Source: an optimization exercise on an open RTL-to-GDS flow (aim: small area, a short achievable clock period and few clock cycles per item). Production flows keep margins and buffers that such runs may drop. In this exercise RTL edits were held to simulation tests only and were not proved equivalent to the original. No activity file was given, so power comes from the tool's default toggle rates.

===== design/flow/design.v =====
`timescale 1ns/1ps
`default_nettype none
module bridgeTop (
  input  wire         pclk,
  input  wire         preset_n,
  input  wire         awvalid,
  output logic        awready,
  input  wire  [31:0] awaddr,
  input  wire  [7:0]  awid,
  input  wire  [7:0]  awlen,
  input  wire  [1:0]  awburst,
  input  wire  [2:0]  awprot,
  input  wire         wvalid,
  output logic        wready,
  input  wire  [31:0] wdata,
  input  wire  [3:0]  wstrb,
  input  wire         arvalid,
  output logic        arready,
  input  wire  [31:0] araddr,
  input  wire  [7:0]  arid,
  input  wire  [7:0]  arlen,
  input  wire  [1:0]  arburst,
  input  wire  [2:0]  arprot,
  output logic        rvalid,
  input  wire         rready,
  output logic [31:0] rdata,
  output logic [1:0]  rresp,
  output logic [7:0]  rid,
  output logic        rlast,
  output logic        bvalid,
  input  wire         bready,
  output logic [1:0]  bresp,
  output logic [7:0]  bid,
  output logic [31:0] paddr,
  output logic [31:0] pwdata,
  output logic [3:0]  pstrb,
  output logic [2:0]  pprot,
  output logic        pwrite,
  output logic        penable,
  output logic [3:0]  psel,
  input  wire  [3:0]  pready,
  input  wire  [3:0]  pslverr,
  input  wire  [127:0] prdata
);
  logic        act;
  logic        turn;       
  logic        oom;        
  logic        incr;
  logic [7:0]  cnt;        
  logic        wHave;      
  logic [14:0] addr;
  logic        wr;         
  logic        rAcc;       
  logic        wFree;      
  logic        wFreeN;
  logic        last;
  logic        takeW;
  logic        takeR;
  logic        sel;        
  logic        serr;
  logic [31:0] sdata;
  logic        done;
  logic        go;
  logic        wTake;
  logic        actN;
  logic        turnN;
  logic        wHaveN;
  logic        rvalidN;
  logic        bvalidN;
  logic        awOom;
  logic        arOom;
  assign last  = (cnt == 8'd0);
  assign awOom = (awaddr[31:14] != 18'd0);
  assign arOom = (araddr[31:14] != 18'd0);
  assign takeW = awready && awvalid;
  assign takeR = arready && arvalid;
  assign wTake = wready && wvalid;
  always_comb begin
    sel   = 1'b0;
    serr  = 1'b0;
    sdata = 32'd0;
    for (int s = 0; s < 4; s++) begin
      sel   = sel   | (psel[s] & pready[s]);
      serr  = serr  | (psel[s] & pslverr[s]);
      sdata = sdata | ({32{psel[s]}} & prdata[32*s +: 32]);
    end
  end
  assign done = act && penable && (oom || sel);
  assign go   = act && !penable &&
                (wr ? (wHave && (!last || !bvalid || bready))
                    : (!rvalid || rready));
  assign wFree = !wHave && !rvalid && (act ? (wr && !penable) : turn);
  assign rdata = pwdata;
  assign paddr = {17'd0, addr};
  always_comb begin
    actN    = (act && !(done && last)) || takeW || takeR;
    turnN   = act ? turn : !turn;
    wHaveN  = wTake || (wHave && !(done && wr));
    rvalidN = (done && !wr) || (rvalid && !rready);
    bvalidN = (done && wr && last) || (bvalid && !bready);
    wFreeN  = !wHaveN && !rvalidN &&
              (actN ? ((act ? wr : takeW) && !(penable ? !done : go)) : turnN);
  end
  always_ff @(posedge pclk or negedge preset_n) begin
    if (!preset_n) begin
      act     <= 1'b0;
      turn    <= 1'b0;
      penable <= 1'b0;
      psel    <= 4'd0;
      rAcc    <= 1'b0;
      wHave   <= 1'b0;
      rvalid  <= 1'b0;
      bvalid  <= 1'b0;
      awready <= 1'b0;
      arready <= 1'b0;
      wready  <= 1'b0;
    end else begin
      act     <= actN;
      turn    <= turnN;
      wHave   <= wHaveN;
      rvalid  <= rvalidN;
      bvalid  <= bvalidN;
      awready <= !actN && turnN && !bvalidN;
      arready <= !actN && !turnN && !rvalidN && !wHaveN;
      wready  <= wFreeN;
      if (!act) begin
        psel <= (takeW || takeR) && !(turn ? awOom : arOom)
              ? 4'b0001 << (turn ? awaddr[13:12] : araddr[13:12]) : 4'd0;
      end
      if (go) begin
        penable <= 1'b1;
        rAcc    <= !wr;
      end
      if (done) begin
        penable <= 1'b0;
        rAcc    <= 1'b0;
        if (last) begin
          psel <= 4'd0;
        end
      end
    end
  end
  always_ff @(posedge pclk) begin
    if (!act) begin
      wr     <= turn;
      pwrite <= awready;
      oom    <= turn ? awOom : arOom;
      incr   <= turn ? (awburst == 2'd1) : (arburst == 2'd1);
      cnt    <= turn ? awlen : arlen;
      pprot  <= turn ? awprot : arprot;
      addr   <= {1'b0, turn ? awaddr[13:0] : araddr[13:0]};
    end else if (done) begin
      cnt <= cnt - 8'd1;
      if (incr) begin
        addr[14:2] <= addr[14:2] + 13'd1;
      end
    end
    if (!act && turn && !bvalid) begin
      bid   <= awid;
      bresp <= 2'd0;
    end else if (done && wr) begin
      bresp <= bresp | {oom | serr, oom};
    end
    if (!act && !turn && !rvalid) begin
      rid <= arid;
    end
    if (wFree) begin
      pwdata <= wdata;
      pstrb  <= wstrb;
    end else if (arready) begin
      pstrb  <= 4'd0;
    end
    if (rAcc) begin
      pwdata <= sdata;
      rresp  <= {oom | serr, oom};
      rlast  <= last;
    end
  end
endmodule
`default_nettype wire

===== design/flow/flow/run.sh =====
#!/bin/bash
# standard ORFS layout (the standard.sh, standard synthesis unchanged),
# with every port buffered by the smallest buffer instead of a delay buffer,
# and no dummy loads in the clock tree
set -euo pipefail
export CTS_ARGS="-sink_clustering_enable -repair_clock_nets -dont_use_dummy_load"
bash standard.sh "BUFFER_PORTS_ARGS=-buffer_cell sky130_fd_sc_hd__buf_1" finish > standard.log 2>&1

===== design/flow/standard.sh =====
#!/bin/bash
# synth_recipe.tcl (not shown) runs the flow's synth.tcl, then flattens the netlist and writes it again
# the make line also repeats each setting of config.mk as NAME=value (left out here)
make -C /OpenROAD-flow-scripts/flow DESIGN_CONFIG=/design/flow/config.mk WORK_HOME=/design/flow/orfs CLKGATE_MAP_FILE= SYNTH_SCRIPT=/design/flow/synth_recipe.tcl "${@:-finish}"

===== design/flow/config.mk =====
export PLATFORM = sky130hd
export DESIGN_NAME = bridgeTop
export DESIGN_NICKNAME = bridgeTop
export VERILOG_FILES = /design/flow/design.v
export SDC_FILE = /design/flow/constraint.sdc
export NUM_CORES = 4
export LEC_CHECK = 0
export CAP_MARGIN = 20
export CORE_MARGIN = 2
export CORE_UTILIZATION = 40
export SETUP_SLACK_MARGIN = 3.0
export SLEW_MARGIN = 20

===== design/flow/constraint.sdc =====
create_clock -name core_clock -period 5.0 [get_ports {pclk}]
set_input_delay 1.0000 -clock core_clock [delete_from_list [all_inputs] [get_ports {pclk}]]
set_output_delay 1.0000 -clock core_clock [all_outputs]
set_load 0.01 [all_outputs]

==> flow_summary.toml, run 1 <==
[run_status]
status = "timing/DRC/antenna clean"

[critical_path]
crit_arrival_ns = 2.26
critPathCaptureType = "register"
cp-start-kind = "input pin"
required_ns = 5.23
path_max_fanout = 4
r2r_slack_ns = 3.07
criticalPathCategory = "input pin to register"

[detailed_routing]
drc = 0
postRouteAntennaNets = 0
vias_per_cell = 5.25
num_vias = 5616
first_iter_violations = 363
wirelength_mm = 20.5
wire_per_inst_um = 19.2
drtPass1Iterations = 5

[cells_and_area]
drive_gt1_frac = 0.105
nets = 1183
num-fill-cells = 1212
fin_cells = 1069
stdcell_area_mm2 = 0.00772
area_growth_syn_to_layout_pct = 39.6

[min_path]
hp-class = "register to register"

[cts]
clk_pin_slew_ns = 0.06
clock_latency_ns = 0.34
cts-buffers-inserted = 9
cts_root_buf = "clkbuf_16"
ctsHoldBuffers = 0
cts_tree = "done"
clock_path_buffers = 2
htreeDepth = 3
cts.sinks = 101

[yosys]
synth_edf_count = 84
syn_area_per_cell_um2 = 10.9
yosys-top-cells-area = "edfxtp_1, a22oi_1, buf_4"
yosys_warnings = 1
yosysSeqAreaShare = 0.531
synth_xor_area_frac = 0.0269
syn_area_mm2 = 0.00553
synthTopCellsByCount = "edfxtp_1, a22oi_1, buf_4, nor2_1, a31oi_1"
synth_compound_area_frac = 0.189
synth_ff_type = "edfxtp_1"
yosysTopAreaCellShare = 0.456
synth_top_family_by_area = "compound AO/OA/AOI/OAI gates"
synth_cell_types = 50
synthArstFlopShare = 0.139
synth_top_area_cell = "edfxtp_1"
synthCells = 509
synth_mux_area_frac = 0.0342
ys_ff_latch = 101
yosys.area_share.adder = 0.0113
synth-simple-area-share = 0.110
yosys.cell_count.top_type = "edfxtp_1"

[placed_design]
placed_cell_area_mm2 = 0.00688
gp_congestion = 0.913
io_buffers = 402
dp_hpwl_mm = 15.1
place_inst = 1028

[die]
rows = 42
core_area_mm2 = 0.0133
die_h_um = 122
die_x_um = 122
start_util = 0.414
dieArea_mm2 = 0.0148
ios = 420

[global_route]
grt_first_pass_wirelength_mm = 28.6
grt-ovfl-total = 0
antenna_found_initial = 2
grt_max_degree = 50
grtUsageTotal = 0.261
grt_pass1_vias = 5290

[sta]
fin_crit_sh = 0.406
slew_headroom = 0.483
tightest_slew_ns = 0.775
period_minus_slack_ns = 2.03
setup_viol = 0
slew_violations = 0
grt_setup_unrepaired = "yes"
skew_ns = 0.0125
hold-worst-slack_ns = 0.481
clock.fmax_mhz = 492
hold_viol = 0
tns_ns = 0

[pwr]
total_power_mw = 4.03
power_density_mw_per_mm2 = 523
p_leak_nw = 2.60
peakVddDrop_v = 0.000255

[flow_run]
drv_cap = 0
-- layout by cell type (no fill, tap or decap), types with 6 or more instances in the layout --
master	count
a211oi_1	7
a21oi_1	12
a22oi_1	64
a31oi_1	33
and3_1	7
buf_1	394
buf_12	7
buf_4	20
buf_6	6
clkbuf_16	10
conb_1	17
dfrtp_1	6
dfrtp_2	8
edfxtp_1	84
inv_1	7
mux2_2	7
mux2i_1	11
nand2_1	28
nor2_1	43
nor2b_1	8
o21ai_0	13
xnor2_1	6
xor2_1	11
-- power breakdown --
| group | switching, mW | total, mW | internal [mW] | leakage (nW) |
|---|---|---|---|---|
| sequential | 0.276 | 1.70 | 1.42 | 0.981 |
| combinational | 1.07 | 1.76 | 0.686 | 1.51 |
| clock | 0.264 | 0.581 | 0.318 | 0.111 |
| total | 1.61 | 4.03 | 2.42 | 2.60 |
-- metal layers --
metal | routed length (um) | global-route usage | part of all wire | vias to the layer above
met5 | 0 | 0 | 0 | -
met4 | 561 | 0.0891 | 0.027 | 0
met3 | 1650 | 0.0632 | 0.080 | 38
met2 | 10600 | 0.466 | 0.52 | 305
met1 | 7740 | 0.307 | 0.38 | 2639
li1 | - | - | - | 2634
-- critical path, stage by stage --
cell	delay (ns)
buf_1	0.09
nor4_2	0.28
nand4_1	0.18
nor4_4	0.22
o211ai_1	0.25
o31ai_1	0.24
-- state kept, by name, indices dropped and copies added (netlist names), 2 cells and up --
signal and cells:
cnt 8, pstrb 4, bresp 2, rid 8, pprot 3, rresp 2
bid 8, pwdata 32, psel 4, addr 15
-- logic make-up (layout without fill, tap and decap cells) --
group,Yosys count,in the layout
adders and majority gates,5,5
muxes,18,18
other,1,19
xor gates and xnor gates,17,17
AOI/OAI and AO/OA,151,151
and+or+nand+nor,126,129
DFF,101,101
buffers and inverters,90,453
-- final timing paths --
check | from | to | cells after the start
max in group asynchronous | preset_n | psel[2] | 1
setup reg to reg | act | pstrb[0] | 7
hold / removal | bresp[1] | bresp[1] | 2
hold reg to reg | bresp[1] | bresp[1] | 2
min in group asynchronous | preset_n | wHave | 1
setup / recovery | awaddr[16] | psel[0] | 6
-- cell type report --
class	count	area (um2)	share of cell area
inverters	8	33.8	0.00438
flip-flops and latches	101	2940	0.381
repair buffers	436	2010	0.261
multi-input cells	337	2280	0.295
clock buffers	9	225	0.0292
well taps	176	220	0.0285
diodes	2	5.00	0.000649
-- stage by stage --
step,utilization,setup WS (ns)
2_1_floorplan,-,2.82
3_3_place_gp,0.516,2.38
3_5_place_dp,0.516,2.30
4_1_cts,0.564,2.95
5_1_grt,0.578,2.86
6_report,0.578,2.97
-- timing repair --
action / 4_1_cts / 5_1_grt
cloned: 7 / 1
endpoints found under the setup margin: 89 / 81
resized for setup: 40 / 20
pin swaps: 4 / 9
setup buffers: 15 / 7
Testbench counts, summed over its fixed seeds: cycles 10,018, beats 2,933.
==> run 2, diff against run 1 <==
--- a/design/flow/config.mk
+++ b/design/flow/config.mk
@@ -5,8 +5,9 @@
 export SDC_FILE = /design/flow/constraint.sdc
 export NUM_CORES = 4
 export LEC_CHECK = 0
+export ABC_AREA = 1
 export CAP_MARGIN = 20
 export CORE_MARGIN = 2
 export CORE_UTILIZATION = 40
-export SETUP_SLACK_MARGIN = 3.0
+export SETUP_SLACK_MARGIN = 2.8
 export SLEW_MARGIN = 20
==> run 2 against run 1 <==
  * Setup slack worse by 0.11 ns
  * First-iteration DRC count is 22% higher
  * Clock skew is 0.0033 ns higher
  * Sequential share of layout area is 1.2 points higher
  * Synthesized cell count is 35% higher
  * Via count is 8.2% higher
  * Global-route usage is 0.082 points higher
  * Still clean
  * Routed wire length is 3.0% higher
  * Critical path type is now register to output pin
  * Count of clock-buffer cells in the layout stayed put
==> flow_summary.toml, run 2 <==
[run_status]
status = "timing/DRC/antenna clean"

[global_route]
grt_max_degree = 43
grt_pass1_vias = 5669
grt-ovfl-total = 0
met2_usage = 0.412
grtUsageTotal = 0.262
use_met3 = 0.0873
grt.busiest_layer = "met2"
grtUsageMet1 = 0.349
grt_first_pass_wirelength_mm = 31.5
antenna_found_initial = 10

[yosys]
ys_ff_latch = 101
synth_compound_area_frac = 0.131
synth_mux_area_frac = 0
syn_area_mm2 = 0.00585
synthCells = 687
yosysSeqAreaShare = 0.501
yosys_warnings = 1
synth-simple-area-share = 0.228
synth_xor_area_frac = 0.00898
yosys-top-cells-area = "edfxtp_1, nand2_1, buf_4"
synth_top_area_cell = "edfxtp_1"
yosys.area_share.adder = 0.0107
synthArstFlopShare = 0.139
syn_area_per_cell_um2 = 8.52
synth_top_family_by_area = "simple AND/OR/NAND/NOR gates"
synth_cell_types = 33
yosysTopAreaCellShare = 0.431
synth_ff_type = "edfxtp_1"
synth_edf_count = 84
synthTopCellsByCount = "nand2_1, nor2_1, edfxtp_1, buf_4, a21oi_1"
yosys.cell_count.top_type = "nand2_1"

[die]
die_x_um = 125
ios = 420
die_h_um = 125
start_util = 0.406
dieArea_mm2 = 0.0156
core_area_mm2 = 0.0144
rows = 44

[cts]
ctsHoldBuffers = 0
cts_tree = "done"
cts-buffers-inserted = 9
cts_root_buf = "clkbuf_16"
clock_path_buffers = 2
cts.sinks = 101
clock_latency_ns = 0.34
clk_pin_slew_ns = 0.07
htreeDepth = 3

[sta]
clock.fmax_mhz = 468
grt_setup_unrepaired = "no"
fin_ws_ns = 2.86
period_minus_slack_ns = 2.14
tns_ns = 0
slew_violations = 0
setup_viol = 0
hold-worst-slack_ns = 0.469
tightest_slew_ns = 0.812
fin_crit_sh = 0.427
skew_ns = 0.0158
slew_headroom = 0.459
hold_viol = 0

[cells_and_area]
num-fill-cells = 1480
final_cell_mix = "buf_1, nand2_1, nor2_1, edfxtp_1, a21oi_1"
area_growth_syn_to_layout_pct = 27.9
nets = 1334
layout_commonest_cell = "buf_1"
largestRegisters = "pwdata: 32 flops, addr: 15 flops"
stdcell_area_mm2 = 0.00748
top_register = "pwdata"
drive_gt1_frac = 0.0470
largest_reg_flops = 32
utilization = 0.519
seq_area_mm2 = 0.00294
multi_input_area_mm2 = 0.00229

[detailed_routing]
postRouteAntennaNets = 0
drtPass1Iterations = 5
vias_per_cell = 4.93
num_vias = 6074
wire_per_inst_um = 17.2
first_iter_violations = 442
drc = 0
wirelength_mm = 21.2

[flow_run]
drv_cap = 0

[critical_path]
cp-start-kind = "register"
path_cells = "buf_6 -> buf_1"
path_max_fanout = 19
slowest_stage = "dfrtp_4"
critPathCaptureType = "output pin"
cp_slowest_stage_delay_ns = 0.49
crit_arrival_ns = 1.14
crit_family = "flip-flops"
path_buf_inv = 2
required_ns = 4.00
criticalPathCategory = "register to output pin"

[placed_design]
gp_congestion = 0.910
placed_cell_area_mm2 = 0.00718
dp_slack_ns = 2.40
dp_hpwl_mm = 16.9
io_buffers = 402

[pwr]
peakVddDrop_v = 0.000224
p_leak_nw = 2.61
power_density_mw_per_mm2 = 494

[min_path]
hp-class = "register to register"
[run 2: changes by cell type after synthesis, moves of 17 or more]
cell | previous run | this run
inv_1 | 8 | 36
a22oi_1 | 65 | 0
a41oi_1 | 1 | 32
a31oi_1 | 33 | 1
nor2_1 | 43 | 99
nand2_1 | 29 | 174
nand3_1 | 6 | 23
a21oi_1 | 12 | 39
o21ai_0 | 14 | 31
[run 2: what timing repair did]
item	4_1_cts	5_1_grt
buffers inserted	1	2
endpoints found under the setup margin	24	55
gates resized for setup	12	3
[run 2: per-layer routing]
layer / wire (um) / vias up / share of wire
met3: 2310 / 35 / 0.11
li1: - / 2989 / -
met4: 411 / 8 / 0.019
met1: 8800 / 2725 / 0.42
met5: 49 / - / 0.0023
met2: 9580 / 317 / 0.45
[run 2: logic make-up (layout without fill, tap and decap cells)]
kind of cell | Yosys count | count (layout)
buf+inv | 126 | 465
fa+ha+maj | 5 | 5
flops | 101 | 101
simple gates | 323 | 323
other cells | 1 | 24
compound gates | 125 | 125
xor+xnor | 6 | 6
[run 2: worst reg2reg max path, stage by stage (launching register included)]
cell,delay [ns]
dfrtp_2,0.67
nand2_1,0.13
o22ai_1,0.16
nand2_1,0.16
nand2_1,0.09
buf_4,0.38
[run 2: area by class of cell]
type | count | area share
sequential | 101 | 0.393
multi-input combinational | 476 | 0.306
timing repair buffer | 413 | 0.215
tap | 184 | 0.0308
clock buffer | 9 | 0.0301
inverter | 43 | 0.0222
antenna | 7 | 0.00234
[run 2: worst paths after layout]
check | slack (ns) | endpoint | depth (start not counted) | start
max reg2reg | 3.04 | pwdata[19] | 5 | act
max | 2.86 | psel[1] | 2 | psel[1]
max in group asynchronous | 3.67 | psel[1] | 1 | preset_n
min | 0.47 | bresp[0] | 2 | bresp[0]
min in group asynchronous | 0.73 | turn | 1 | preset_n
min reg2reg | 0.47 | bresp[0] | 2 | bresp[0]
[run 2: report_power, final]
group | switching, mW | internal, mW | leakage [nW]
Sequential | 0.225 | 1.36 | 0.987
Combinational | 1.03 | 0.490 | 1.51
Clock | 0.274 | 0.318 | 0.111
Total | 1.53 | 2.17 | 2.61
[run 2: metrics by stage]
step                total power, mW  std cells
floorplan                      2.68        703
global placement               3.13       1214
detailed placement             3.13       1214
CTS                            3.73       1224
global route                   3.96       1226
finish                         3.70       1233
==> run 3, diff against run 2 <==
--- a/design/flow/config.mk
+++ b/design/flow/config.mk
@@ -5,7 +5,6 @@
 export SDC_FILE = /design/flow/constraint.sdc
 export NUM_CORES = 4
 export LEC_CHECK = 0
-export ABC_AREA = 1
 export CAP_MARGIN = 20
 export CORE_MARGIN = 2
 export CORE_UTILIZATION = 40
==> run 3 against run 2 <==
  * Power increased by 6.1%
  * Clock skew is essentially flat
  * Final cell count down 15%
  * Design area decreased by 1.6%
  * Combinational power up 3%
  * Area after synthesis is 5.5% lower
  * Synthesized cell count is 26% lower
  * Worst hold slack better by 0.030 ns
  * Largest cell class unchanged
  * Highest routed layer is now met4
==> flow_summary.toml, run 3 <==
[yosys]
syn_area_mm2 = 0.00553
synthTopCellsByCount = "edfxtp_1, a22oi_1, buf_4, nor2_1, a31oi_1"
synth_cell_types = 50
synthArstFlopShare = 0.139
synth_top_family_by_area = "compound AO/OA/AOI/OAI gates"
synth_compound_area_frac = 0.189
yosys.area_share.adder = 0.0113
yosys.cell_count.top_type = "edfxtp_1"
synth_top_area_cell = "edfxtp_1"
synth-simple-area-share = 0.110
yosys-top-cells-area = "edfxtp_1, a22oi_1, buf_4"
synth_mux_area_frac = 0.0342
synth_ff_type = "edfxtp_1"
yosysSeqAreaShare = 0.531
ys_ff_latch = 101
yosys_warnings = 1
synth_xor_area_frac = 0.0269
syn_area_per_cell_um2 = 10.9
synthCells = 509
synth_edf_count = 84
yosysTopAreaCellShare = 0.456

[detailed_routing]
drc = 0
top_layer_used = "met4"
wl_met1_mm = 8.26
wirelength_mm = 20.3
wl_met2_mm = 10.2
first_iter_violations = 446
wire_per_inst_um = 19.4
drtPass1Iterations = 5
postRouteAntennaNets = 0
num_vias = 5612
vias_per_cell = 5.34
wl_met3_mm = 1.56

[min_path]
hold_depth = 0
hp-class = "register to register"
min_to = "pwrite"
hp-start = "awready"

[cts]
cts.sinks = 101
htreeDepth = 3
clock_path_buffers = 2
cts-buffers-inserted = 9
ctsHoldBuffers = 0
cts_tree = "done"
cts_root_buf = "clkbuf_16"
clock_latency_ns = 0.34
clk_pin_slew_ns = 0.07

[flow_run]
drv_cap = 0

[sta]
slew_violations = 0
tns_ns = 0
skew_ns = 0.0156
grt_setup_unrepaired = "no"
tightest_slew_ns = 0.753
period_minus_slack_ns = 2.16
clock.fmax_mhz = 463
slew_headroom = 0.498
fin_crit_sh = 0.432
setup_viol = 0
hold_viol = 0

[cells_and_area]
largest_reg_flops = 32
num-fill-cells = 1244
area_growth_syn_to_layout_pct = 33.2
largestRegisters = "pwdata: 32 flops, addr: 15 flops"
drive_gt1_frac = 0.0652
nets = 1166
antennaDiodeCount = 0
final_cell_mix = "buf_1, edfxtp_1, a22oi_1, nor2_1, a31oi_1"
top_register = "pwdata"
layout_commonest_cell = "buf_1"

[die]
dieArea_mm2 = 0.0148
die_x_um = 122
start_util = 0.414
ios = 420
core_area_mm2 = 0.0133
die_h_um = 122
rows = 42

[global_route]
antenna_found_initial = 0
grt_first_pass_wirelength_mm = 27.1
grt_max_degree = 71
grt-ovfl-total = 0
grtUsageTotal = 0.245
grt_pass1_vias = 5114

[placed_design]
io_buffers = 402
gp_congestion = 0.927
dp_hpwl_mm = 15.2

[pwr]
power_density_mw_per_mm2 = 533
p_leak_nw = 2.44
peakVddDrop_v = 0.000266
total_power_mw = 3.92

[critical_path]
required_ns = 4.00
worstReg2RegStart = "psel[2]"
cp_slowest_stage_delay_ns = 0.35
reg2reg_to = "wready"
rr_worst_depth = 7
crit_arrival_ns = 1.16
r2r_slack_ns = 2.91
cp-start-kind = "register"
path_buf_inv = 2
critPathCaptureType = "output pin"
criticalPathCategory = "register to output pin"
path_max_fanout = 36
slowest_stage = "dfrtp_1"
path_cells = "buf_8 -> buf_1"
crit_family = "buffers and inverters"

[run_status]
status = "timing/DRC/antenna clean"
run 3: worst max path at each step:
stage,from,end,slack (ns),cells after the start
after global routing,psel[0],psel[0],2.80,2
after floorplan,pready[1],arready,2.82,5
after detailed placement,act,pwdata[25],2.13,6
after global placement,act,pwdata[28],2.21,6
after CTS,psel[3],psel[3],2.80,2
final,psel[0],psel[0],2.84,2
run 3: layout make-up:
type                            instances  area, um2  share of cell area
Clock buffer                            9        225              0.0306
Inverter                                8       33.8             0.00459
Multi-Input combinational cell        337       2190               0.297
Sequential cell                       101       2940               0.400
Tap cell                              176        220              0.0299
Timing Repair Buffer                  419       1750               0.238
run 3: power by group:
group	total [mW]	leakage, nW	switching, mW	internal [mW]
Combinational	1.57	1.34	0.981	0.592
Sequential	1.76	0.985	0.338	1.42
Clock	0.587	0.111	0.270	0.318
Total	3.92	2.44	1.59	2.33
run 3: kinds of logic after synthesis:
group           Yosys count
flops                   101
compound gates          151
simple gates            126
xor+xnor                 17
mux                      18
other cells               1
fa+ha+maj                 5
buf+inv                  90
run 3: repair_timing:
item | 4_1_cts | 5_1_grt
endpoints found under the setup margin | 80 | 54
buffers inserted | 3 | 5
pin swaps | 1 | 1
resized for setup | 15 | 16
gates cloned | 1 | 5
hold endpoints to repair | 0 | 0
run 3: metal layers:
layer  GRT usage  vias up
li1            -     2599
met1       0.313     2651
met2       0.418      338
met3      0.0562       24
met4      0.0726        0
met5           0        -
run 3: worst reg2reg max path: stages, from the launching register on:
cell and delay, ns:
dfrtp_2 0.48, buf_12 0.22, a222oi_1 0.13, buf_4 0.15, a21o_2 0.27, o21a_2 0.26
or3_1 0.39, a21oi_2 0.12
run 3: through the flow:
stage               setup slack, ns  cells  cell area, um2  hold WS [ns]   util
global placement               2.21   1027            6860         0.462  0.514
global route                   2.80   1050            7360         0.514  0.551
finish                         2.84   1050            7360         0.498  0.551
floorplan                      2.82    525            5590         0.459      -
detailed placement             2.13   1027            6860         0.478  0.514
CTS                            2.80   1040            7170         0.497  0.537
==> run 4, diff against run 3 <==
--- a/design/flow/config.mk
+++ b/design/flow/config.mk
@@ -8,5 +8,6 @@
 export CAP_MARGIN = 20
 export CORE_MARGIN = 2
 export CORE_UTILIZATION = 40
-export SETUP_SLACK_MARGIN = 2.8
+export PLACE_DENSITY = 0.85
+export SETUP_SLACK_MARGIN = 2.9
 export SLEW_MARGIN = 20
==> run 4 against run 3 <==
  * Global-route usage rose by 2.3 points
  * Worst hold slack got worse by 0.019 ns
  * Setup slack improved by 0.080 ns
  * Utilization rose by 0.97 points
  * Clock power rose by 0.7%
  * Via count barely moved
  * Fmax rose by 3.9%
  * First-iteration DRC count rose by 17%
  * Critical path type is now register to register
==> flow_summary.toml, run 4 <==
[run_status]
status = "timing/DRC/antenna clean"

[die]
die_h_um = 122
start_util = 0.414
ios = 420
rows = 42
dieArea_mm2 = 0.0148
die_x_um = 122
core_area_mm2 = 0.0133

[detailed_routing]
vias_per_cell = 5.32
wirelength_mm = 21.3
postRouteAntennaNets = 0
drtPass1Iterations = 6
num_vias = 5617
first_iter_violations = 523
drc = 0
wire_per_inst_um = 20.2

[pwr]
power_density_mw_per_mm2 = 533
combPwrFrac = 0.433
p_sw_mw = 1.60
p_leak_nw = 2.50
power_frac_clock = 0.148
p_int_mw = 2.39
switching_share = 0.402
p_seq_frac = 0.419
total_power_mw = 3.99
peakVddDrop_v = 0.000284

[cts]
clock_path_buffers = 2
clock_latency_ns = 0.34
clk_pin_slew_ns = 0.07
cts.sinks = 101
cts_tree = "done"
ctsHoldBuffers = 0
cts-buffers-inserted = 9
cts_root_buf = "clkbuf_16"
htreeDepth = 3

[yosys]
synthCells = 509
synth_edf_count = 84
syn_area_per_cell_um2 = 10.9
yosysTopAreaCellShare = 0.456
synthTopCellsByCount = "edfxtp_1, a22oi_1, buf_4, nor2_1, a31oi_1"
synthArstFlopShare = 0.139
synth_cell_types = 50
yosysSeqAreaShare = 0.531
syn_area_mm2 = 0.00553
synth_ff_type = "edfxtp_1"
ys_ff_latch = 101
yosys.cell_count.top_type = "edfxtp_1"
yosys-top-cells-area = "edfxtp_1, a22oi_1, buf_4"
synth_top_area_cell = "edfxtp_1"
yosys_warnings = 1

[cells_and_area]
largest_reg_flops = 32
num-fill-cells = 1213
multi_input_area_mm2 = 0.00222
nets = 1169
area_growth_syn_to_layout_pct = 35.5
drive_gt1_frac = 0.0753
largestRegisters = "pwdata: 32 flops, addr: 15 flops"
final_cell_mix = "buf_1, edfxtp_1, a22oi_1, nor2_1, a31oi_1"
stdcell_area_mm2 = 0.00749
utilization = 0.561
seq_area_mm2 = 0.00294
top_register = "pwdata"
layout_commonest_cell = "buf_1"

[critical_path]
r2r_slack_ns = 2.92
cp-start-kind = "register"
criticalPathCategory = "register to register"
required_ns = 5.10
path_max_fanout = 25
critPathCaptureType = "register"
crit_arrival_ns = 2.18

[global_route]
grt_first_pass_wirelength_mm = 28.9
grt_pass1_vias = 5144
antenna_found_initial = 5
grtUsageTotal = 0.269
grt-ovfl-total = 0
grt_max_degree = 69

[placed_design]
gp_congestion = 0.888
placed_cell_area_mm2 = 0.00688
dp_hpwl_mm = 16.0
io_buffers = 402

[sta]
grt_setup_unrepaired = "yes"
skew_ns = 0.0217
slew_headroom = 0.510
slew_violations = 0
tightest_slew_ns = 0.736
tns_ns = 0
period_minus_slack_ns = 2.08
setup_viol = 0
fin_crit_sh = 0.416
clock.fmax_mhz = 481
hold_viol = 0

[flow_run]
drv_cap = 0

[min_path]
hp-class = "register to register"
==> run 4: cell counts after synthesis <==
No cell type changed its count.
==> run 4: final cells by class <==
type	count	area share
sequential	101	0.393
multi-input combinational	336	0.297
timing repair buffer	423	0.246
clock buffer	9	0.0301
tap	176	0.0294
inverter	8	0.00451
antenna	2	0.000668
==> run 4: power groups by stage <==
stage	registers (mW)	clock network, mW	logic (mW)
2_1_floorplan	1.73	0	1.03
3_3_place_gp	1.65	0	1.51
3_5_place_dp	1.67	0	1.56
4_1_cts	1.66	0.600	1.62
5_1_grt	1.70	0.629	1.90
6_report	1.67	0.591	1.73
==> run 4: kinds of logic after synthesis <==
family / Yosys count / synth area share
AO/OA/AOI/OAI: 151 / 0.189
other: 1 / 0.000678
buffers and inverters: 90 / 0.0973
XOR/XNOR: 17 / 0.0269
flip-flops: 101 / 0.531
AND/OR/NAND/NOR: 126 / 0.110
adder cells (fa/ha/maj): 5 / 0.0113
multiplexers: 18 / 0.0342
==> run 4: layer usage <==
layer  vias to the layer above  GRT usage  share of wire
met1                      2596      0.325           0.37
li1                       2601          -              -
met2                       376      0.459           0.50
met5                         -          0         0.0019
met4                         6      0.103          0.026
met3                        38     0.0716          0.096
==> run 4: path summary, 6_finish.rpt <==
kind,start,cells after the start,to
worst max-delay path,act,8,pwdata[25]
worst min register to register,bresp[1],2,bresp[1]
min in group asynchronous,preset_n,1,bvalid
worst max register to register,act,8,pwdata[25]
max in group asynchronous,preset_n,1,psel[2]
worst min-delay path,bresp[1],2,bresp[1]
==> run 4: critical path, cell delays in order, from the launching register on <==
cell,delay [ns]
dfrtp_2,0.43
buf_12,0.18
clkinvlp_4,0.13
buf_4,0.21
a22oi_2,0.24
nor3_4,0.07
buf_4,0.15
or2_4,0.25
buf_12,0.15
==> run 4: timing repair <==
action / 4_1_cts / 5_1_grt
buffers inserted: 6 / 4
endpoints found under the hold margin: 0 / 0
setup endpoints to repair: 91 / 54
gates cloned: 4 / 2
pin swaps: 2 / 5
resized for setup: 25 / 13
==> run 4: stage by stage <==
| step | std cells | worst slack (ns) | hold slack (ns) |
|---|---|---|---|
| 2_1_floorplan | 525 | 2.82 | 0.459 |
| 3_3_place_gp | 1028 | 2.20 | 0.459 |
| 3_5_place_dp | 1028 | 2.02 | 0.464 |
| 4_1_cts | 1047 | 2.92 | 0.484 |
| 5_1_grt | 1055 | 2.83 | 0.505 |
| 6_report | 1055 | 2.92 | 0.479 |
==> run 5, diff against run 4 <==
--- a/design/flow/config.mk
+++ b/design/flow/config.mk
@@ -8,6 +8,6 @@
 export CAP_MARGIN = 20
 export CORE_MARGIN = 2
 export CORE_UTILIZATION = 40
-export PLACE_DENSITY = 0.85
+export PLACE_DENSITY = 0.75
 export SETUP_SLACK_MARGIN = 2.9
 export SLEW_MARGIN = 20
==> run 5 against run 4 <==
  * Worst hold slack lost 0.0065 ns
  * Synthesized cell count unchanged
  * Critical endpoint is now psel[2]
  * First-iteration DRC count shrank 28%
  * Highest routed layer unchanged
  * Largest power group is now sequential cells
  * Non-clock buffer count shrank 1
==> flow_summary.toml, run 5 <==
[cells_and_area]
area_growth_syn_to_layout_pct = 35.4
drive_gt1_frac = 0.0763
final_cell_mix = "buf_1, edfxtp_1, a22oi_1, nor2_1, a31oi_1"
nets = 1170
num-fill-cells = 1224
largest_reg_flops = 32
top_register = "pwdata"
layout_commonest_cell = "buf_1"
largestRegisters = "pwdata: 32 flops, addr: 15 flops"
fin_cells = 1056

[global_route]
grt_max_degree = 69
grt-ovfl-total = 0
grtUsageTotal = 0.261
antenna_found_initial = 4
grt_pass1_vias = 5274
grt_first_pass_wirelength_mm = 28.3

[pwr]
peakVddDrop_v = 0.000258
power_density_mw_per_mm2 = 527
p_leak_nw = 2.48

[critical_path]
cp_slowest_stage_delay_ns = 0.49
rr_worst_depth = 7
path_cells = "buf_12 -> buf_6"
crit_arrival_ns = 1.07
path_max_fanout = 2
worstReg2RegStart = "psel[2]"
cp-start-kind = "register"
r2r_slack_ns = 2.96
required_ns = 4.00
critPathCaptureType = "output pin"
crit_path_start = "psel[2]"
slowest_stage = "dfrtp_4"
reg2reg_to = "wready"
criticalPathCategory = "register to output pin"

[cts]
ctsHoldBuffers = 0
clk_pin_slew_ns = 0.07
clock_path_buffers = 2
cts_tree = "done"
cts.sinks = 101
htreeDepth = 3
cts-buffers-inserted = 9
clock_latency_ns = 0.36
cts_root_buf = "clkbuf_16"

[yosys]
yosysSeqAreaShare = 0.531
yosys.cell_count.top_type = "edfxtp_1"
synthArstFlopShare = 0.139
syn_area_mm2 = 0.00553
ys_ff_latch = 101
synth_cell_types = 50
synthCells = 509
synthTopCellsByCount = "edfxtp_1, a22oi_1, buf_4, nor2_1, a31oi_1"
synth_ff_type = "edfxtp_1"
yosysTopAreaCellShare = 0.456
synth_top_area_cell = "edfxtp_1"
yosys_warnings = 1
syn_area_per_cell_um2 = 10.9
yosys-top-cells-area = "edfxtp_1, a22oi_1, buf_4"
synth_edf_count = 84

[detailed_routing]
drtPass1Iterations = 5
vias_per_cell = 5.30
wirelength_mm = 20.7
num_vias = 5599
wire_per_inst_um = 19.6
drc = 0
first_iter_violations = 377
postRouteAntennaNets = 0

[flow_run]
drv_cap = 0

[die]
die_h_um = 122
rows = 42
dieArea_mm2 = 0.0148
core_area_mm2 = 0.0133
die_x_um = 122
start_util = 0.414
ios = 420

[sta]
tns_ns = 0
fin_crit_sh = 0.414
slew_violations = 0
setup_viol = 0
slew_headroom = 0.480
tightest_slew_ns = 0.780
skew_ns = 0.0365
clock.fmax_mhz = 483
hold_viol = 0
grt_setup_unrepaired = "yes"
period_minus_slack_ns = 2.07

[run_status]
status = "timing/DRC/antenna clean"

[min_path]
min_to = "bresp[1]"
hp-class = "register to register"
hold_depth = 2
hp-start = "bresp[1]"

[placed_design]
io_buffers = 402
dp_hpwl_mm = 15.4
place_inst = 1028
gp_congestion = 0.864
==> run 5: worst max-delay path, delay by kind of cell (launching register included) <==
kind     cells  cell delay [ns]
buf+inv      2             0.24
flops        1             0.49
==> run 5: worst max-delay path by stage <==
stage	end	slack (ns)	cells after the start
finish	psel[2]	2.93	2
global route	psel[0]	2.83	6
CTS	psel[0]	2.90	1
detailed placement	pwdata[26]	2.11	6
global placement	pwdata[30]	2.21	6
floorplan	arready	2.82	5
==> run 5: what timing repair did <==
item / in CTS / in global routing
pin swaps: 2 / 7
setup endpoints to repair: 85 / 53
buffers inserted: 6 / 4
cloned: 3 / 4
gates resized for setup: 28 / 17
==> run 5: power by group <==
part           internal, mW  switching (mW)
sequential             1.42           0.261
clock                 0.318           0.273
combinational         0.623            1.05
==> run 5: through the flow <==
step / area [um2] / total power, mW / hold WS [ns] / setup WS [ns] / util
finish: 7490 / 3.94 / 0.473 / 2.93 / 0.561
global route: 7490 / 4.19 / 0.527 / 2.83 / 0.561
CTS: 7320 / 3.86 / 0.475 / 2.90 / 0.549
detailed placement: 6880 / 3.21 / 0.459 / 2.11 / 0.515
global placement: 6880 / 3.17 / 0.447 / 2.21 / 0.515
floorplan: 5600 / 2.77 / 0.459 / 2.82 / -
==> run 5: final cells by class <==
class                           instances  area (um2)  share of cell area
Sequential cell                       101        2950               0.393
Inverter                                8        33.8             0.00451
Antenna cell                            2        5.00            0.000669
Clock buffer                            9         225              0.0301
Timing Repair Buffer                  422        1800               0.241
Multi-Input combinational cell        338        2250               0.301
Tap cell                              176         220              0.0294
==> run 5: kinds of logic (layout without fill, tap and decap cells) <==
kind of cell | count (synthesis) | count (layout) | synth area share
DFF | 101 | 101 | 0.531
muxes | 18 | 18 | 0.0342
other | 1 | 19 | 0.000678
buffers and inverters | 90 | 439 | 0.0973
adders and majority gates | 5 | 5 | 0.0113
xor gates and xnor gates | 17 | 17 | 0.0269
and+or+nand+nor | 126 | 130 | 0.110
AOI/OAI and AO/OA | 151 | 151 | 0.189
==> run 5: layer usage <==
layer  up-vias  track usage  part of all wire
met5         -            0            0.0011
met4         4        0.116             0.038
met3        52       0.0646             0.085
met2       342        0.465              0.51
met1      2587        0.298              0.36
li1       2614            -                 -
==> run 6, diff against run 5 <==
--- a/design/flow/config.mk
+++ b/design/flow/config.mk
@@ -9,5 +9,5 @@
 export CORE_MARGIN = 2
 export CORE_UTILIZATION = 40
 export PLACE_DENSITY = 0.75
-export SETUP_SLACK_MARGIN = 2.9
+export SETUP_SLACK_MARGIN = 3.05
 export SLEW_MARGIN = 20
==> run 6 against run 5 <==
  * Still clean on timing, DRC and antenna
  * Routed wire length grew 2.1%
  * Critical path depth unchanged
  * Synthesized cell count unchanged
  * Worst hold slack better by 0.039 ns
  * Count of clock-buffer cells in the layout unchanged
==> flow_summary.toml, run 6 <==
[run_status]
status = "timing/DRC/antenna clean"

[critical_path]
path_buf_inv = 2
cp.depth = 2
path_cells = "buf_12 -> buf_6"
critPathCaptureType = "output pin"
criticalPathCategory = "register to output pin"
required_ns = 4.00
crit_arrival_ns = 1.04
path_max_fanout = 2
critPathCapture = "psel[3]"
worstReg2RegStart = "act"
cp_slowest_stage_delay_ns = 0.44
rr_worst_depth = 6
crit_path_start = "psel[3]"
crit_family = "flip-flops"
r2r_slack_ns = 3.02
reg2reg_to = "addr[13]"
slowest_stage = "dfrtp_2"
cp-start-kind = "register"

[cells_and_area]
utilization = 0.585
area_growth_syn_to_layout_pct = 41.1
stdcell_area_mm2 = 0.00780
layout_commonest_cell = "buf_1"
largest_reg_flops = 32
largestRegisters = "pwdata: 32 flops, addr: 15 flops"
final_cell_mix = "buf_1, edfxtp_1, a22oi_1, nor2_1, buf_4"
nets = 1197
drive_gt1_frac = 0.128
top_register = "pwdata"

[yosys]
yosys_warnings = 1
syn_area_mm2 = 0.00553
yosys.cell_count.top_type = "edfxtp_1"
synthArstFlopShare = 0.139
synthCells = 509
synthTopCellsByCount = "edfxtp_1, a22oi_1, buf_4, nor2_1, a31oi_1"
syn_area_per_cell_um2 = 10.9
yosys-top-cells-area = "edfxtp_1, a22oi_1, buf_4"
yosysTopAreaCellShare = 0.456
synth_top_area_cell = "edfxtp_1"
synth_ff_type = "edfxtp_1"
ys_ff_latch = 101
synth_cell_types = 50
synth_edf_count = 84
yosysSeqAreaShare = 0.531

[flow_run]
drv_cap = 0

[pwr]
peakVddDrop_v = 0.000259
p_leak_nw = 2.68
power_density_mw_per_mm2 = 531

[detailed_routing]
first_iter_violations = 290
postRouteAntennaNets = 0
wire_per_inst_um = 19.5
num_vias = 5702
wirelength_mm = 21.1
drtPass1Iterations = 5
drc = 0
vias_per_cell = 5.27

[global_route]
grtUsageTotal = 0.264
grt_first_pass_wirelength_mm = 28.5
grt-ovfl-total = 0
antenna_found_initial = 3
grt_max_degree = 71
grt_pass1_vias = 5219

[placed_design]
io_buffers = 402
dp_hpwl_mm = 15.0
placed_cell_area_mm2 = 0.00688
gp_congestion = 0.891

[die]
die_x_um = 122
die_h_um = 122
ios = 420
dieArea_mm2 = 0.0148
core_area_mm2 = 0.0133
rows = 42
start_util = 0.414

[cts]
cts_tree = "done"
htreeDepth = 3
cts-buffers-inserted = 9
clock_latency_ns = 0.35
clock_path_buffers = 2
clk_pin_slew_ns = 0.07
cts_root_buf = "clkbuf_16"
cts.sinks = 101

[sta]
tightest_slew_ns = 0.769
clock.fmax_mhz = 491
tns_ns = 0
hold_viol = 0
setup_viol = 0
slew_violations = 0
skew_ns = 0.0239
grt_setup_unrepaired = "yes"
period_minus_slack_ns = 2.04
hold-worst-slack_ns = 0.512
slew_headroom = 0.487
fin_crit_sh = 0.407

[min_path]
hp-class = "register to register"
[run 6: cell types whose count changed in the layout (fill, tap and decap cells not counted), moves of 3 or more]
cell      before  now
buf_1        401  388
clkbuf_2       0    7
buf_6          3    6
buf_4         10   37
[run 6: what timing repair did]
item	CTS	global route
hold buffers	0	0
gates cloned	4	3
resized for setup	33	37
pin swaps	3	7
setup buffers	22	15
setup endpoints to repair	96	78
endpoints found under the hold margin	0	0
[run 6: worst min-delay path by stage]
stage	start	end	slack, ns	depth (start not counted)
after floorplan	turn	wr	0.46	0
after global placement	bresp[1]	bresp[1]	0.46	2
after detailed placement	awready	pwrite	0.48	0
after CTS	awready	pwrite	0.50	0
after global routing	awready	pwrite	0.54	0
final	bresp[1]	bresp[1]	0.51	2
[run 6: layout make-up]
cell class	count	area (um2)
Fill cell	1158	5550
Sequential cell	101	2940
Multi-Input combinational cell	337	2280
Timing Repair Buffer	450	2090
Clock buffer	9	225
Tap cell	176	220
Inverter	8	33.8
Antenna cell	2	5.00
[run 6: worst register-to-register path, cell delays in order, from the launching register on]
cell	delay, ns
dfrtp_1	0.40
clkbuf_8	0.34
nand2_1	0.17
a21o_4	0.25
buf_12	0.13
o21ai_4	0.20
clkbuf_16	0.20
[run 6: metal layers]
layer | vias up | part of all wire | track usage
met5 | - | 0.00062 | 0
met3 | 38 | 0.070 | 0.0473
met2 | 314 | 0.53 | 0.488
met1 | 2686 | 0.37 | 0.306
li1 | 2662 | - | -
met4 | 2 | 0.028 | 0.0984
[run 6: per-stage QoR]
step	std cells	setup WS, ns	total power [mW]
floorplan	525	2.82	2.77
global placement	1028	2.53	3.18
detailed placement	1028	2.54	3.22
CTS	1063	2.97	3.95
global route	1082	2.85	4.37
finish	1083	2.96	4.14
[run 6: where the power goes]
group	internal, mW	leakage (nW)	switching, mW	total, mW
combinational	0.769	1.58	1.14	1.91
sequential	1.42	0.983	0.224	1.64
clock	0.318	0.111	0.274	0.592
[run 6: cell families (layout without fill, tap and decap cells)]
logic type / Yosys count / after routing / synth area share
compound gates: 151 / 151 / 0.189
simple gates: 126 / 129 / 0.110
xor+xnor: 17 / 17 / 0.0269
buf+inv: 90 / 467 / 0.0973
other cells: 1 / 19 / 0.000678
mux: 18 / 18 / 0.0342
fa+ha+maj: 5 / 5 / 0.0113
flops: 101 / 101 / 0.531
==> run 7, diff against run 6 <==
==> design/flow/flow/run.sh (replaced) <==
#!/bin/bash
# standard ORFS layout (the standard.sh, standard synthesis unchanged),
# with every port buffered by the smallest buffer instead of a delay buffer,
# and no dummy loads in the clock tree
set -euo pipefail
export CTS_ARGS="-sink_clustering_enable -repair_clock_nets -dont_use_dummy_load -buf_list sky130_fd_sc_hd__clkbuf_8"
bash standard.sh "BUFFER_PORTS_ARGS=-buffer_cell sky130_fd_sc_hd__buf_1" finish > standard.log 2>&1
--- a/design/flow/config.mk
+++ b/design/flow/config.mk
@@ -9,5 +9,5 @@
 export CORE_MARGIN = 2
 export CORE_UTILIZATION = 40
 export PLACE_DENSITY = 0.75
-export SETUP_SLACK_MARGIN = 3.05
+export SETUP_SLACK_MARGIN = 2.9
 export SLEW_MARGIN = 20
==> run 7 against run 6 <==
  * Area after synthesis did not move
  * Count of clock-buffer cells in the layout did not move
  * Register-to-register slack barely moved
  * Utilization fell by 3.1 points
  * Die area did not move
  * Critical path depth did not move
  * Clock skew rose by 0.026 ns
  * Clock power fell by 31%
  * Highest routed layer unchanged
==> flow_summary.toml, run 7 <==
[pwr]
peakVddDrop_v = 0.000240
p_leak_nw = 2.44
total_power_mw = 3.74
power_density_mw_per_mm2 = 507

[critical_path]
path_buf_inv = 2
path_cells = "buf_12 -> buf_6"
required_ns = 4.00
cp-start-kind = "register"
slowest_stage = "dfrtp_4"
cp_slowest_stage_delay_ns = 0.50
criticalPathCategory = "register to output pin"
critPathCaptureType = "output pin"
cp.depth = 2
path_max_fanout = 2
rr_worst_depth = 5
crit_arrival_ns = 1.10
crit_family = "flip-flops"

[flow_run]
drv_cap = 0

[cells_and_area]
nets = 1169
layout_commonest_cell = "buf_1"
area_growth_syn_to_layout_pct = 33.6
largestRegisters = "pwdata: 32 flops, addr: 15 flops"
multi_input_area_mm2 = 0.00224
utilization = 0.553
stdcell_area_mm2 = 0.00738
num-fill-cells = 1242
top_register = "pwdata"
fin_cells = 1055
drive_gt1_frac = 0.0764
final_cell_mix = "buf_1, edfxtp_1, a22oi_1, nor2_1, a31oi_1"
largest_reg_flops = 32
seq_area_mm2 = 0.00295

[yosys]
yosysTopAreaCellShare = 0.456
yosys_warnings = 1
yosysSeqAreaShare = 0.531
synthTopCellsByCount = "edfxtp_1, a22oi_1, buf_4, nor2_1, a31oi_1"
synth_cell_types = 50
synthCells = 509
synthArstFlopShare = 0.139
syn_area_per_cell_um2 = 10.9
synth_top_area_cell = "edfxtp_1"
synth_ff_type = "edfxtp_1"
synth_edf_count = 84
ys_ff_latch = 101
syn_area_mm2 = 0.00553
yosys.cell_count.top_type = "edfxtp_1"
yosys-top-cells-area = "edfxtp_1, a22oi_1, buf_4"

[sta]
fin_ws_ns = 2.90
tns_ns = 0
setup_viol = 0
period_minus_slack_ns = 2.10
clock.fmax_mhz = 475
slew_headroom = 0.497
hold-worst-slack_ns = 0.483
tightest_slew_ns = 0.755
fin_crit_sh = 0.421
skew_ns = 0.0502
hold_viol = 0
slew_violations = 0
grt_setup_unrepaired = "yes"

[detailed_routing]
wirelength_mm = 20.6
wire_per_inst_um = 19.5
vias_per_cell = 5.27
drtPass1Iterations = 5
postRouteAntennaNets = 0
first_iter_violations = 515
drc = 0
num_vias = 5562

[cts]
cts-buffers-inserted = 9
cts.sinks = 101
cts_root_buf = "clkbuf_8"
clock_latency_ns = 0.39
clk_pin_slew_ns = 0.10
htreeDepth = 3
ctsHoldBuffers = 0
clock_path_buffers = 2
cts_tree = "done"

[die]
ios = 420
start_util = 0.414
die_h_um = 122
rows = 42
die_x_um = 122
core_area_mm2 = 0.0133
dieArea_mm2 = 0.0148

[min_path]
hold_depth = 2
hp-class = "register to register"

[global_route]
grt-ovfl-total = 0
grt_pass1_vias = 5271
antenna_found_initial = 4
grtUsageTotal = 0.262
grt_max_degree = 69
grt_first_pass_wirelength_mm = 28.3

[placed_design]
dp_hpwl_mm = 15.4
io_buffers = 402
placed_cell_area_mm2 = 0.00688
dp_slack_ns = 2.11
gp_congestion = 0.864
place_inst = 1028

[run_status]
status = "timing/DRC/antenna clean"
==> run 7: final cells by class <==
| type | instances | area share |
|---|---|---|
| flip-flops and latches | 101 | 0.399 |
| multi-input cells | 337 | 0.303 |
| repair buffers | 422 | 0.246 |
| well taps | 176 | 0.0298 |
| clock buffers | 9 | 0.0168 |
| inverters | 8 | 0.00457 |
| diodes | 2 | 0.000678 |
==> run 7: worst reg2reg max path, stage by stage, from the launching register on <==
cell and delay (ns):
dfrtp_2 0.46, buf_12 0.17, clkinvlp_4 0.09, buf_4 0.22, ha_1 0.17, nor2b_1 0.56
==> run 7: layer usage <==
metal	up-vias	global-route usage	part of all wire
met3	42	0.0571	0.086
met5	-	0	0.0011
li1	2606	-	-
met1	2584	0.301	0.36
met4	4	0.115	0.029
met2	326	0.468	0.52
==> run 7: timing repair <==
item                       CTS  global route
buffers inserted             9             1
pin swaps                    2             6
cloned                       3             3
resized for setup           31            15
hold endpoints to repair     0             0
setup endpoints to repair   86            39
==> run 7: path summary, 6_finish.rpt <==
kind	slack (ns)	from	end
max in group asynchronous	3.77	preset_n	psel[2]
min reg2reg	0.48	bresp[1]	bresp[1]
min in group asynchronous	0.64	preset_n	bvalid
min	0.48	bresp[1]	bresp[1]
max reg2reg	3.01	act	rid[6]
max	2.90	psel[2]	psel[2]
==> run 7: where the power goes <==
part	internal, mW	switching, mW	leakage [nW]
clock network	0.162	0.248	0.0647
logic	0.619	1.04	1.40
registers	1.42	0.257	0.983
total	2.20	1.55	2.44
==> run 7: logic make-up (layout without fill, tap and decap cells) <==
logic type | after synthesis | count (layout) | share of synthesized area
mux | 18 | 18 | 0.0342
simple gates | 126 | 129 | 0.110
xor+xnor | 17 | 17 | 0.0269
compound gates | 151 | 151 | 0.189
flops | 101 | 101 | 0.531
fa+ha+maj | 5 | 5 | 0.0113
buf+inv | 90 | 439 | 0.0973
other cells | 1 | 19 | 0.000678
==> run 8, diff against run 7 <==
==> design/flow/run.sh (new file) <==
#!/bin/bash
# synth_recipe.tcl (not shown) runs the flow's synth.tcl, then flattens the netlist and writes it again
# the make line also repeats each setting of config.mk as NAME=value (left out here)
make -C /OpenROAD-flow-scripts/flow DESIGN_CONFIG=/design/flow/config.mk WORK_HOME=/design/flow/orfs CLKGATE_MAP_FILE= SYNTH_SCRIPT=/design/flow/synth_recipe.tcl finish
--- a/design/flow/config.mk
+++ b/design/flow/config.mk
@@ -8,6 +8,5 @@
 export CAP_MARGIN = 20
 export CORE_MARGIN = 2
 export CORE_UTILIZATION = 40
-export PLACE_DENSITY = 0.75
-export SETUP_SLACK_MARGIN = 2.9
+export SETUP_SLACK_MARGIN = 3.0
 export SLEW_MARGIN = 20
removed: design/flow/flow/run.sh
removed: design/flow/standard.sh
==> run 8 against run 7 <==
  * Worst hold slack better by 0.016 ns
  * Critical path type is now input pin to register
  * Still clean
  * Power grew 27%
  * Clock power rose by 61%
  * Setup slack got worse by 0.013 ns
  * Register-to-register slack lost 0.05 ns
  * Die area is the same
  * Non-clock buffer count increased by 51
==> flow_summary.toml, run 8 <==
[detailed_routing]
drtPass1Iterations = 5
first_iter_violations = 521
wirelength_mm = 24.7
drc = 0
wire_per_inst_um = 22.2
postRouteAntennaNets = 0
num_vias = 6068
vias_per_cell = 5.46

[yosys]
yosys-top-cells-area = "edfxtp_1, a22oi_1, buf_4"
synth_edf_count = 84
synthTopCellsByCount = "edfxtp_1, a22oi_1, buf_4, nor2_1, a31oi_1"
yosys.cell_count.top_type = "edfxtp_1"
yosysSeqAreaShare = 0.531
ys_ff_latch = 101
yosys_warnings = 1
synth_ff_type = "edfxtp_1"
synth_top_area_cell = "edfxtp_1"
synth_cell_types = 50
synthArstFlopShare = 0.139
syn_area_mm2 = 0.00553
yosysTopAreaCellShare = 0.456
syn_area_per_cell_um2 = 10.9
synthCells = 509

[cts]
cts.sinks = 101
ctsHoldBuffers = 0
cts-buffers-inserted = 9
cts_tree = "done"
clk_pin_slew_ns = 0.07
cts_root_buf = "clkbuf_16"
clock_latency_ns = 0.35
clock_path_buffers = 2
htreeDepth = 3

[cells_and_area]
multi_input_area_mm2 = 0.00234
fin_cells = 1111
antennaDiodeCount = 0
layout_commonest_cell = "clkdlybuf4s50_1"
nets = 1220
seq_area_mm2 = 0.00295
largestRegisters = "pwdata: 32 flops, addr: 15 flops"
final_cell_mix = "clkdlybuf4s50_1, edfxtp_1, buf_2, a22oi_1, buf_4"
num-fill-cells = 923
top_register = "pwdata"
area_growth_syn_to_layout_pct = 84.9
drive_gt1_frac = 0.273
largest_reg_flops = 32

[sta]
slew_violations = 0
fin_ws_ns = 2.88
slew_headroom = 0.559
tightest_slew_ns = 0.660
grt_setup_unrepaired = "yes"
skew_ns = 0.00546
setup_viol = 0
period_minus_slack_ns = 2.12
fin_crit_sh = 0.423
hold_viol = 0
hold-worst-slack_ns = 0.499
clock.fmax_mhz = 472
tns_ns = 0

[critical_path]
crit_arrival_ns = 2.38
critPathCaptureType = "register"
crit_path_start = "pready[1]"
worstReg2RegStart = "turn"
criticalPathCategory = "input pin to register"
path_max_fanout = 5
slowest_stage = "a221o_1"
required_ns = 5.26
path_cells = "buf_6 -> a222oi_1 -> buf_4 -> a21o_4 -> buf_6 -> o21bai_4 -> a221o_1 -> nor3_2"
cp-start-kind = "input pin"
cp_slowest_stage_delay_ns = 0.34
cpMostUsedCell = "buf_6"

[pwr]
combPwrFrac = 0.505
p_int_mw = 2.97
switching_share = 0.375
p_sw_mw = 1.79
p_leak_nw = 4.00
power_frac_clock = 0.139
peakVddDrop_v = 0.000280
power_density_mw_per_mm2 = 466
p_seq_frac = 0.356

[global_route]
grt_max_degree = 50
grt_pass1_vias = 6054
grtUsageTotal = 0.314
antenna_found_initial = 0
grt-ovfl-total = 0
grt_first_pass_wirelength_mm = 34.8

[die]
start_util = 0.414
ios = 420
dieArea_mm2 = 0.0148
die_x_um = 122
rows = 42
core_area_mm2 = 0.0133
die_h_um = 122

[min_path]
hp-class = "register to register"
hp-start = "awready"

[run_status]
status = "timing/DRC/antenna clean"

[placed_design]
dp_slack_ns = 2.17
place_inst = 1028
io_buffers = 402
dp_hpwl_mm = 17.7
gp_congestion = 0.948

[flow_run]
drv_cap = 0
[run 8: layout make-up]
type,instances,area share
clock buffer,13,0.0255
clock inverter,3,0.00196
inverter,8,0.00331
multi-input combinational,337,0.229
sequential,101,0.288
tap,176,0.0216
timing repair buffer,473,0.430
[run 8: worst paths after layout]
path	end	slack [ns]	cells past startpoint
hold / removal	pwrite	0.50	0
hold reg to reg	pwrite	0.50	0
min in group asynchronous	wHave	1.06	1
max in group asynchronous	psel[0]	3.46	1
setup / recovery	arready	2.88	8
setup reg to reg	psel[3]	2.96	7
[run 8: power by group through the flow]
stage,clock (mW),sequential [mW],combinational [mW]
finish,0.661,1.69,2.40
global route,0.694,1.72,2.56
CTS,0.665,1.68,2.29
detailed placement,0,1.72,2.15
global placement,0,1.71,2.11
floorplan,0,1.73,1.04
[run 8: cell families (layout without fill, tap and decap cells)]
kind of cell | count (synthesis) | after routing | share of synthesized area
AO/OA/AOI/OAI | 151 | 151 | 0.189
AND/OR/NAND/NOR | 126 | 129 | 0.110
flip-flops | 101 | 101 | 0.531
buffers and inverters | 90 | 497 | 0.0973
multiplexers | 18 | 18 | 0.0342
XOR/XNOR | 17 | 17 | 0.0269
adder cells (fa/ha/maj) | 5 | 5 | 0.0113
other | 1 | 17 | 0.000678
[run 8: metal layers]
metal  part of all wire  GRT usage  vias to the layer above
li1                   -          -                     2716
met5                  0          0                        -
met3              0.088     0.0571                       80
met1               0.35      0.368                     2870
met4              0.044      0.142                        0
met2               0.52      0.560                      402
[run 8: repair_timing]
item                       in CTS  in global routing
gates cloned                    6                  3
setup endpoints to repair     211                107
buffers inserted               45                 13
pin swaps                      25                 16
resized for setup             527                 73
[run 8: critical path: cells and delay by family]
family / cells / cell delay, ns
simple gates: 1 / 0.15
compound gates: 4 / 0.84
buf+inv: 3 / 0.38
[run 8: stage by stage]
step | cell area, um2 | utilization | power [mW]
CTS | 10000 | 0.753 | 4.63
detailed placement | 9400 | 0.704 | 3.87
floorplan | 5610 | - | 2.77
global route | 10200 | 0.766 | 4.98
global placement | 9400 | 0.704 | 3.83
finish | 10200 | 0.766 | 4.76
==> run 9, diff against run 8 <==
--- a/design/flow/design.v
+++ b/design/flow/design.v
@@ -89,7 +89,7 @@
   assign go   = act && !penable &&
                 (wr ? (wHave && (!last || !bvalid || bready))
                     : (!rvalid || rready));
-  assign wFree = !wHave && !rvalid && (act ? (wr && !penable) : turn);
+  assign wFree = !wHave && !rvalid && act && wr && !penable;
   assign rdata = pwdata;
   assign paddr = {17'd0, addr};
   always_comb begin
@@ -98,8 +98,8 @@
     wHaveN  = wTake || (wHave && !(done && wr));
     rvalidN = (done && !wr) || (rvalid && !rready);
     bvalidN = (done && wr && last) || (bvalid && !bready);
-    wFreeN  = !wHaveN && !rvalidN &&
-              (actN ? ((act ? wr : takeW) && !(penable ? !done : go)) : turnN);
+    wFreeN  = !wHaveN && !rvalidN && actN && (act ? wr : takeW) &&
+              !(penable ? !done : go);
   end
   always_ff @(posedge pclk or negedge preset_n) begin
     if (!preset_n) begin
@@ -121,7 +121,7 @@
       rvalid  <= rvalidN;
       bvalid  <= bvalidN;
       awready <= !actN && turnN && !bvalidN;
-      arready <= !actN && !turnN && !rvalidN && !wHaveN;
+      arready <= !actN && !turnN && !rvalidN;
       wready  <= wFreeN;
       if (!act) begin
         psel <= (takeW || takeR) && !(turn ? awOom : arOom)
==> design/flow/flow/run.sh (new file) <==
#!/bin/bash
# standard ORFS layout (the standard.sh, standard synthesis unchanged),
# with every port buffered by the smallest buffer instead of a delay buffer,
# and no dummy loads in the clock tree
set -euo pipefail
export CTS_ARGS="-sink_clustering_enable -repair_clock_nets -dont_use_dummy_load"
bash standard.sh "BUFFER_PORTS_ARGS=-buffer_cell sky130_fd_sc_hd__buf_1" finish > standard.log 2>&1
==> design/flow/standard.sh (new file) <==
#!/bin/bash
# synth_recipe.tcl (not shown) runs the flow's synth.tcl, then flattens the netlist and writes it again
# the make line also repeats each setting of config.mk as NAME=value (left out here)
make -C /OpenROAD-flow-scripts/flow DESIGN_CONFIG=/design/flow/config.mk WORK_HOME=/design/flow/orfs CLKGATE_MAP_FILE= SYNTH_SCRIPT=/design/flow/synth_recipe.tcl "${@:-finish}"
--- a/design/flow/config.mk
+++ b/design/flow/config.mk
@@ -8,5 +8,6 @@
 export CAP_MARGIN = 20
 export CORE_MARGIN = 2
 export CORE_UTILIZATION = 40
-export SETUP_SLACK_MARGIN = 3.0
+export PLACE_DENSITY = 0.75
+export SETUP_SLACK_MARGIN = 2.9
 export SLEW_MARGIN = 20
removed: design/flow/run.sh
==> run 9 against run 8 <==
  * Still clean on timing, DRC and antenna
  * Utilization decreased by 23 points
  * Clock power decreased by about 10%
  * Register-to-register slack about the same
  * Power decreased by 17%
  * Sequential share of layout area increased by 11 points
  * Routed wire length decreased by 13%
  * Flip-flop and latch count unchanged
  * Area after synthesis increased by 1.5%
  * Count of clock-buffer cells in the layout decreased by 4
  * Final cell count decreased by 4.1%
  * Fmax decreased by 0.26%
  * Sequential power increased by 2%
  * Highest routed layer unchanged
==> flow_summary.toml, run 9 <==
[critical_path]
worstReg2RegStart = "act"
reg2reg_to = "bid[4]"
path_max_fanout = 23
path_cells = "buf_8 -> buf_1"
crit_arrival_ns = 1.12
criticalPathCategory = "register to output pin"
r2r_slack_ns = 2.97
crit_path_start = "psel[0]"
cp-start-kind = "register"
critPathCapture = "psel[0]"
critPathCaptureType = "output pin"
slowest_stage = "dfrtp_4"
required_ns = 4.00
cp_slowest_stage_delay_ns = 0.48
rr_worst_depth = 3

[detailed_routing]
drc = 0
wirelength_mm = 21.4
postRouteAntennaNets = 0
wire_per_inst_um = 20.1
vias_per_cell = 5.30
first_iter_violations = 404
num_vias = 5645
drtPass1Iterations = 5

[placed_design]
placed_cell_area_mm2 = 0.00695
io_buffers = 402
dp_hpwl_mm = 16.7
place_inst = 1044
gp_congestion = 0.926

[cts]
cts.sinks = 101
cts_tree = "done"
clock_path_buffers = 2
cts_root_buf = "clkbuf_16"
cts-buffers-inserted = 9
clk_pin_slew_ns = 0.05
htreeDepth = 3
clock_latency_ns = 0.34

[global_route]
grt_pass1_vias = 5212
antenna_found_initial = 4
met2_usage = 0.494
grtUsageMet1 = 0.315
use_met3 = 0.0558
grt.busiest_layer = "met2"
grt_first_pass_wirelength_mm = 29.7
grt-ovfl-total = 0
grtUsageTotal = 0.272
grt_max_degree = 69

[pwr]
p_leak_nw = 2.39
total_power_mw = 3.94
combPwrFrac = 0.412
power_density_mw_per_mm2 = 536
p_sw_mw = 1.62
peakVddDrop_v = 0.000304
switching_share = 0.411
power_frac_clock = 0.150
p_seq_frac = 0.438
p_int_mw = 2.32

[die]
rows = 43
die_h_um = 122
core_area_mm2 = 0.0138
dieArea_mm2 = 0.0150
ios = 420
start_util = 0.407
die_x_um = 122

[sta]
setup_viol = 0
hold-worst-slack_ns = 0.488
period_minus_slack_ns = 2.12
tightest_slew_ns = 0.798
fin_crit_sh = 0.425
slew_headroom = 0.468
tns_ns = 0
skew_ns = 0.0241
grt_setup_unrepaired = "yes"
clock.fmax_mhz = 471
hold_viol = 0
slew_violations = 0

[cells_and_area]
area_growth_syn_to_layout_pct = 30.9
fin_cells = 1066
seq_area_mm2 = 0.00295
num-fill-cells = 1297
largest_reg_flops = 32
largestRegisters = "pwdata: 32 flops, addr: 15 flops"
stdcell_area_mm2 = 0.00734
nets = 1174
final_cell_mix = "buf_1, edfxtp_1, a22oi_1, nor2_1, a31oi_1"
top_register = "pwdata"
multi_input_area_mm2 = 0.00225
layout_commonest_cell = "buf_1"
drive_gt1_frac = 0.0578

[yosys]
synthArstFlopShare = 0.139
yosys.cell_count.top_type = "edfxtp_1"
synth_top_area_cell = "edfxtp_1"
syn_area_per_cell_um2 = 10.7
synth_cell_types = 48
yosysSeqAreaShare = 0.523
synth_ff_type = "edfxtp_1"
yosys_warnings = 1
yosysTopAreaCellShare = 0.450
synthTopCellsByCount = "edfxtp_1, a22oi_1, buf_4, nor2_1, a31oi_1"
syn_area_mm2 = 0.00561
synth_edf_count = 84
yosys-top-cells-area = "edfxtp_1, a22oi_1, buf_4"
ys_ff_latch = 101
synthCells = 522

[min_path]
hp-class = "register to register"

[flow_run]
drv_cap = 0

[run_status]
status = "timing/DRC/antenna clean"
[run 9: kinds of logic after synthesis]
logic type,count (synthesis),synth area share
xor gates and xnor gates,16,0.0250
and+or+nand+nor,135,0.118
muxes,16,0.0301
DFF,101,0.523
adders and majority gates,5,0.0112
AOI/OAI and AO/OA,155,0.194
other,1,0.000669
buffers and inverters,93,0.0977
[run 9: worst max-delay path, delay by kind of cell (launching register included)]
kind,cells,cell delay (ns)
buffers and inverters,2,0.31
flip-flops,1,0.48
[run 9: power by group through the flow]
| stage | clock, mW | combinational (mW) | sequential [mW] |
|---|---|---|---|
| detailed placement | 0 | 1.52 | 1.75 |
| finish | 0.592 | 1.62 | 1.73 |
| floorplan | 0 | 1.07 | 1.75 |
| global route | 0.634 | 1.80 | 1.76 |
| CTS | 0.603 | 1.55 | 1.74 |
| global placement | 0 | 1.50 | 1.73 |
[run 9: metrics by stage]
stage | utilization | setup WS [ns]
floorplan | - | 2.79
global placement | 0.505 | 2.39
detailed placement | 0.505 | 2.34
CTS | 0.527 | 2.68
global route | 0.533 | 2.83
finish | 0.533 | 2.88
[run 9: cell type report]
type	instances	share of cell area
Sequential cell	101	0.401
Multi-Input combinational cell	345	0.306
Timing Repair Buffer	416	0.225
Clock buffer	9	0.0307
Tap cell	180	0.0307
Inverter	11	0.00562
Antenna cell	4	0.00136
[run 9: repair_timing]
action / in CTS / in global routing
endpoints found under the hold margin: 0 / 0
buffers inserted: 5 / 3
hold buffers: 0 / 0
pin swaps: 2 / 1
gates resized for setup: 13 / 7
cloned: 1 / 0
endpoints found under the setup margin: 82 / 51
[run 9: per-layer routing]
layer	up-vias	share of wire
met5	-	0
met4	0	0.031
met3	35	0.081
met2	327	0.53
met1	2640	0.35
li1	2643	-
[run 9: worst min-delay path by stage]
stage | from | endpoint | slack, ns | cells after the start
after floorplan | turn | wr | 0.45 | 0
after global placement | addr[14] | addr[14] | 0.46 | 2
after detailed placement | bresp[1] | bresp[1] | 0.48 | 2
after CTS | bresp[1] | bresp[1] | 0.49 | 2
after global routing | bresp[1] | bresp[1] | 0.50 | 2
final | bresp[1] | bresp[1] | 0.49 | 2
Testbench counts of run 9, summed over its fixed seeds: cycles 10,018, beats 2,933.

-- port drivers added, routing unchanged --
In the flow no input, the clock included, has a driving cell. The finished layouts below were timed again as built, in two steps. Step 1 sets driving cells, clkbuf_16 on the clock port and buf_2 on the other inputs (assumed; they add their load-dependent delay and slew). Step 2 times the ports against the registers' clock, not the clock port: input delays grow and output delays shrink by t, the midpoint of the rising clock arrivals with the driver on. Slacks: ideal ports / drivers / drivers and shift; pairs: ideal ports / drivers.
| run | t, ns | setup slack, ns |
|---|---|---|
| run 1 | 0.371 | 2.969 / 2.941 / 2.603 |
| run 2 | 0.377 | 2.864 / 2.821 / 2.581 |
| run 3 | 0.376 | 2.842 / 2.797 / 2.527 |
| run 4 | 0.374 | 2.922 / 2.892 / 2.585 |
| run 5 | 0.386 | 2.928 / 2.887 / 2.558 |
| run 6 | 0.382 | 2.965 / 2.922 / 2.616 |
| run 7 | 0.400 | 2.896 / 2.857 / 2.560 |
| run 8 | 0.385 | 2.883 / 2.847 / 2.463 |
| run 9 | 0.375 | 2.877 / 2.834 / 2.592 |
After both steps every run listed still meets setup and hold.
